This is an optimization exercise on Yosys and OpenROAD, whose aim is small area, not a production implementation.
Function was checked by simulation only, so behaviour that the tests miss may differ from the original.
No activity file was given, so power comes from the tool's default toggle rates. The flow treats the clock pin as an ideal source, which a real chip does not have.

== red ==
## ecdh_operand_loader
module ecdh_operand_loader #(
  parameter int BW = 192,
  parameter int W = 32,
  parameter logic [BW-1:0] PRIME =
    192'hFFFFFFFFFFFFFFFFFFFFFFFFFFFFFFFEFFFFFFFFFFFFFFFF,
  parameter int TIMEOUT = 1 << 20
) (
  input  logic          clk,
  input  logic          rst,
  input  logic          in_valid,
  output logic          in_ready,
  input  logic [W-1:0]  in_data,
  input  logic          flush,
  output logic [BW-1:0] k,
  output logic [BW-1:0] Px,
  output logic [BW-1:0] Py,
  output logic          start,
  input  logic          mul_valid,
  output logic          busy,
  output logic          done,
  output logic          err,
  output logic [1:0]    err_code
);
  localparam int NW  = 3 * BW / W;      
  localparam int NWO = BW / W;          
  localparam int PW  = $clog2(NWO);     
  typedef enum logic [1:0] {
    S_LOAD,
    S_CHECK,
    S_FIRE,
    S_WAIT
  } state_t;
  state_t          state_q, state_d;
  logic [PW-1:0]   pos_q, pos_d;        
  logic [1:0]      opi_q, opi_d;        
  logic [3*BW-1:0] sr_q;
  logic            done_q, done_d;
  logic            err_q, err_d;
  logic [1:0]      code_q, code_d;
  logic            wdog_end;            
  logic            knz_q, knz_d;        
  logic            ge_q, ge_d;          
  logic            gt_q, gt_d;          
  logic            bad_q, bad_d;        
  logic            accept;
  logic            w_eq, w_gt;
  assign k  = sr_q[3*BW-1:2*BW];
  assign Px = sr_q[2*BW-1:BW];
  assign Py = sr_q[BW-1:0];
  assign in_ready = (state_q == S_LOAD);
  assign start    = (state_q == S_FIRE);
  assign busy     = (state_q == S_WAIT);
  assign done     = done_q;
  assign err      = err_q;
  assign err_code = code_q;
  assign accept = (state_q == S_LOAD) && !flush && in_valid;
  always_ff @(posedge clk) begin
  ...
Size: ~720 cells after synthesis, roughly 610 flip-flops, roughly 19000 um^2 of cells after synthesis.
Settings: LEC_CHECK=0, CAP_MARGIN=20, CORE_MARGIN=2, CORE_UTILIZATION=70, SLEW_MARGIN=20; clock period 5.0 ns.
standard.sh (not shown) runs the stock make flow with config.mk's settings and CLKGATE_MAP_FILE= SYNTH_SCRIPT=/design/flow/synth_recipe.tcl, a recipe that flattens the netlist after the stock synthesis.
==> flow/flow/run.sh <==
#!/bin/bash
# The standard layout (standard synthesis unchanged), with two changes:
#  - port buffers are the smallest buffer (buf_1) instead of the default pick
#  - CTS without dummy loads, with one clock buffer size and sized sink clusters
# The tools' full output goes to standard.log (and ORFS's own logs under orfs/logs).
bash standard.sh \
  'BUFFER_PORTS_ARGS=-buffer_cell sky130_fd_sc_hd__buf_1' \
  'CTS_ARGS=-sink_clustering_enable -repair_clock_nets -dont_use_dummy_load -sink_clustering_size 20 -sink_clustering_max_diameter 40 -buf_list sky130_fd_sc_hd__clkbuf_8' \
  finish > standard.log 2>&1
FAIL red @ I/O pin placement: tool exited with error
The following lists how blue was set up differently from red:
--- a/flow/flow/run.sh
+++ b/flow/flow/run.sh
@@ -6,4 +6,4 @@
 bash standard.sh \
   'BUFFER_PORTS_ARGS=-buffer_cell sky130_fd_sc_hd__buf_1' \
-  'CTS_ARGS=-sink_clustering_enable -repair_clock_nets -dont_use_dummy_load -sink_clustering_size 20 -sink_clustering_max_diameter 40 -buf_list sky130_fd_sc_hd__clkbuf_8' \
+  'CTS_ARGS=-sink_clustering_enable -repair_clock_nets -dont_use_dummy_load -sink_clustering_size 16 -sink_clustering_max_diameter 50 -buf_list sky130_fd_sc_hd__clkbuf_8' \
   finish > standard.log 2>&1
--- a/flow/config.mk
+++ b/flow/config.mk
@@ -8,4 +8,4 @@
 export CAP_MARGIN = 20
 export CORE_MARGIN = 2
-export CORE_UTILIZATION = 70
+export CORE_UTILIZATION = 60
 export SLEW_MARGIN = 20
Results
Post-synthesis compound-gate area fraction: blue vs red identical. | number of distinct standard cells referenced by the synthesized netlist | red vs blue | ≈ equal |. From blue to red, post-synthesis adder-cell area fraction did not move at all. Looking at blue and red, the post-synth net total is a wash. [compare] base=red new=blue: post-synthesis instance total shows no meaningful change; sequential area share after synthesis flat; row count shows an increase of 5; number of flip-flops and latches in the synthesized netlist held; floorplan die width higher. The run showing the greater starting density of the core is red. Going from red to blue, height of the chip grew by a little under 10%. Comparing blue and red, the one run not ending clean was red. red did not finish: a tool error stopped it during I/O pin placement.
Input changes introduced in green (baseline for comparison: blue):
--- a/flow/flow/run.sh
+++ b/flow/flow/run.sh
@@ -6,4 +6,4 @@
 bash standard.sh \
   'BUFFER_PORTS_ARGS=-buffer_cell sky130_fd_sc_hd__buf_1' \
-  'CTS_ARGS=-sink_clustering_enable -repair_clock_nets -dont_use_dummy_load -sink_clustering_size 16 -sink_clustering_max_diameter 50 -buf_list sky130_fd_sc_hd__clkbuf_8' \
+  'CTS_ARGS=-sink_clustering_enable -repair_clock_nets -dont_use_dummy_load -sink_clustering_size 33 -sink_clustering_max_diameter 120 -buf_list sky130_fd_sc_hd__clkbuf_16' \
   finish > standard.log 2>&1
==> comparison <==
Comparing blue and green, the higher core utilization is on blue. Diff blue -> green: wire length of the first global-routing pass went down, slack of the critical path fell 0.0084 ns. Between blue and green, the remaining global-route overflow does not differ in any meaningful way. Across both runs, hold slack was higher for green than for blue. Detailed-route wire length went down slightly going from blue to green. green ends up with lower post-layout instance area than blue does. Compared with blue, green shows minimum clock period after layout higher by 0.0084 ns. Summary of the comparison: clock slew seen by the registers of the worst setup and hold paths is higher in green, relative to blue. In the tables for blue and green, fraction of area in registers reads higher with green.
--- input diff green..orange ---
--- a/flow/flow/run.sh
+++ b/flow/flow/run.sh
@@ -6,4 +6,4 @@
 bash standard.sh \
   'BUFFER_PORTS_ARGS=-buffer_cell sky130_fd_sc_hd__buf_1' \
-  'CTS_ARGS=-sink_clustering_enable -repair_clock_nets -dont_use_dummy_load -sink_clustering_size 33 -sink_clustering_max_diameter 120 -buf_list sky130_fd_sc_hd__clkbuf_16' \
+  'CTS_ARGS=-sink_clustering_enable -repair_clock_nets -dont_use_dummy_load -sink_clustering_size 36 -sink_clustering_max_diameter 45 -buf_list sky130_fd_sc_hd__clkbuf_16' \
   finish > standard.log 2>&1
[summary]
No run among orange and green stopped early or left any final violation; all are clean. Power consumed by sequential cells: orange vs green, no meaningful difference. | setup slack | higher: orange |. Summary of orange over green: final routed DRC violation total did not really move; average wire per cell in the routed design went up; final-layout clock buffer total went up. In orange the maximum frequency turned out 1.7 MHz higher than in green. In the tables for orange and green, wire length on met1 reads higher with orange. Global-route wire length before repair in orange is 2.4% above green. Taking green as the reference, in orange routed via count moved up, final period utilization shrank by 0.28 points.
For purple, these inputs were changed with respect to orange:
--- a/flow/flow/run.sh
+++ b/flow/flow/run.sh
@@ -6,4 +6,4 @@
 bash standard.sh \
   'BUFFER_PORTS_ARGS=-buffer_cell sky130_fd_sc_hd__buf_1' \
-  'CTS_ARGS=-sink_clustering_enable -repair_clock_nets -dont_use_dummy_load -sink_clustering_size 36 -sink_clustering_max_diameter 45 -buf_list sky130_fd_sc_hd__clkbuf_16' \
+  'CTS_ARGS=-sink_clustering_enable -repair_clock_nets -dont_use_dummy_load -sink_clustering_size 19 -sink_clustering_max_diameter 80 -buf_list sky130_fd_sc_hd__clkbuf_8' \
   finish > standard.log 2>&1
Of the two candidates, orange has the worse normalized max-slew margin and purple the better one.
The sequential portion of the cell area in purple was higher than what orange gave.
Between orange and purple, share of total power in the clock network decreased.
On global routing usage on met1, purple and orange are basically level.
Delta (purple minus orange): count of different cell masters after synthesis held, worst path setup slack after routing +0.019 ns, routed wire length down 1.4%, share of layout cells above drive strength 1 went down, routed length on met1 ~0 delta.
~same met3 routing resource usage after global routing in purple and orange

separate check: timing with driven ports:
No port has a modelled driver above. Below, the same layouts with a new extraction and two added sets of constraints. Step 1: set_driving_cell puts a clkbuf_16 on clk and a buf_2 on each other input, an assumption about the parent block. Step 2 adds t to the input delays and takes it off the output delays; t is the mean of the earliest and latest rising clock arrival at the registers after step 1. Input paths then give back, and output paths get back, about the clock's delay inside the block. a / b / c = ideal / step 1 / step 2; a / b = the first two.
run | shift t [ns] | slack for setup (ns) | worst setup path after step 2 | clock arrival spread, ns | pins driven straight from the clock port
blue | 0.603 | 2.164 / 2.164 / 1.582 | input to register | 0.041 / 0.041 | 1
green | 0.583 | 2.156 / 2.156 / 1.600 | input to register | 0.066 / 0.066 | 1
orange | 0.590 | 2.169 / 2.184 / 1.594 | input to register | 0.035 / 0.036 | 1
purple | 0.589 | 2.188 / 2.188 / 1.617 | input to register | 0.056 / 0.056 | 1
After both steps every run listed still meets setup and hold. For blue, which loses most, drivers alone change the setup slack by 0.000 ns; drivers and shift together by -0.582 ns.
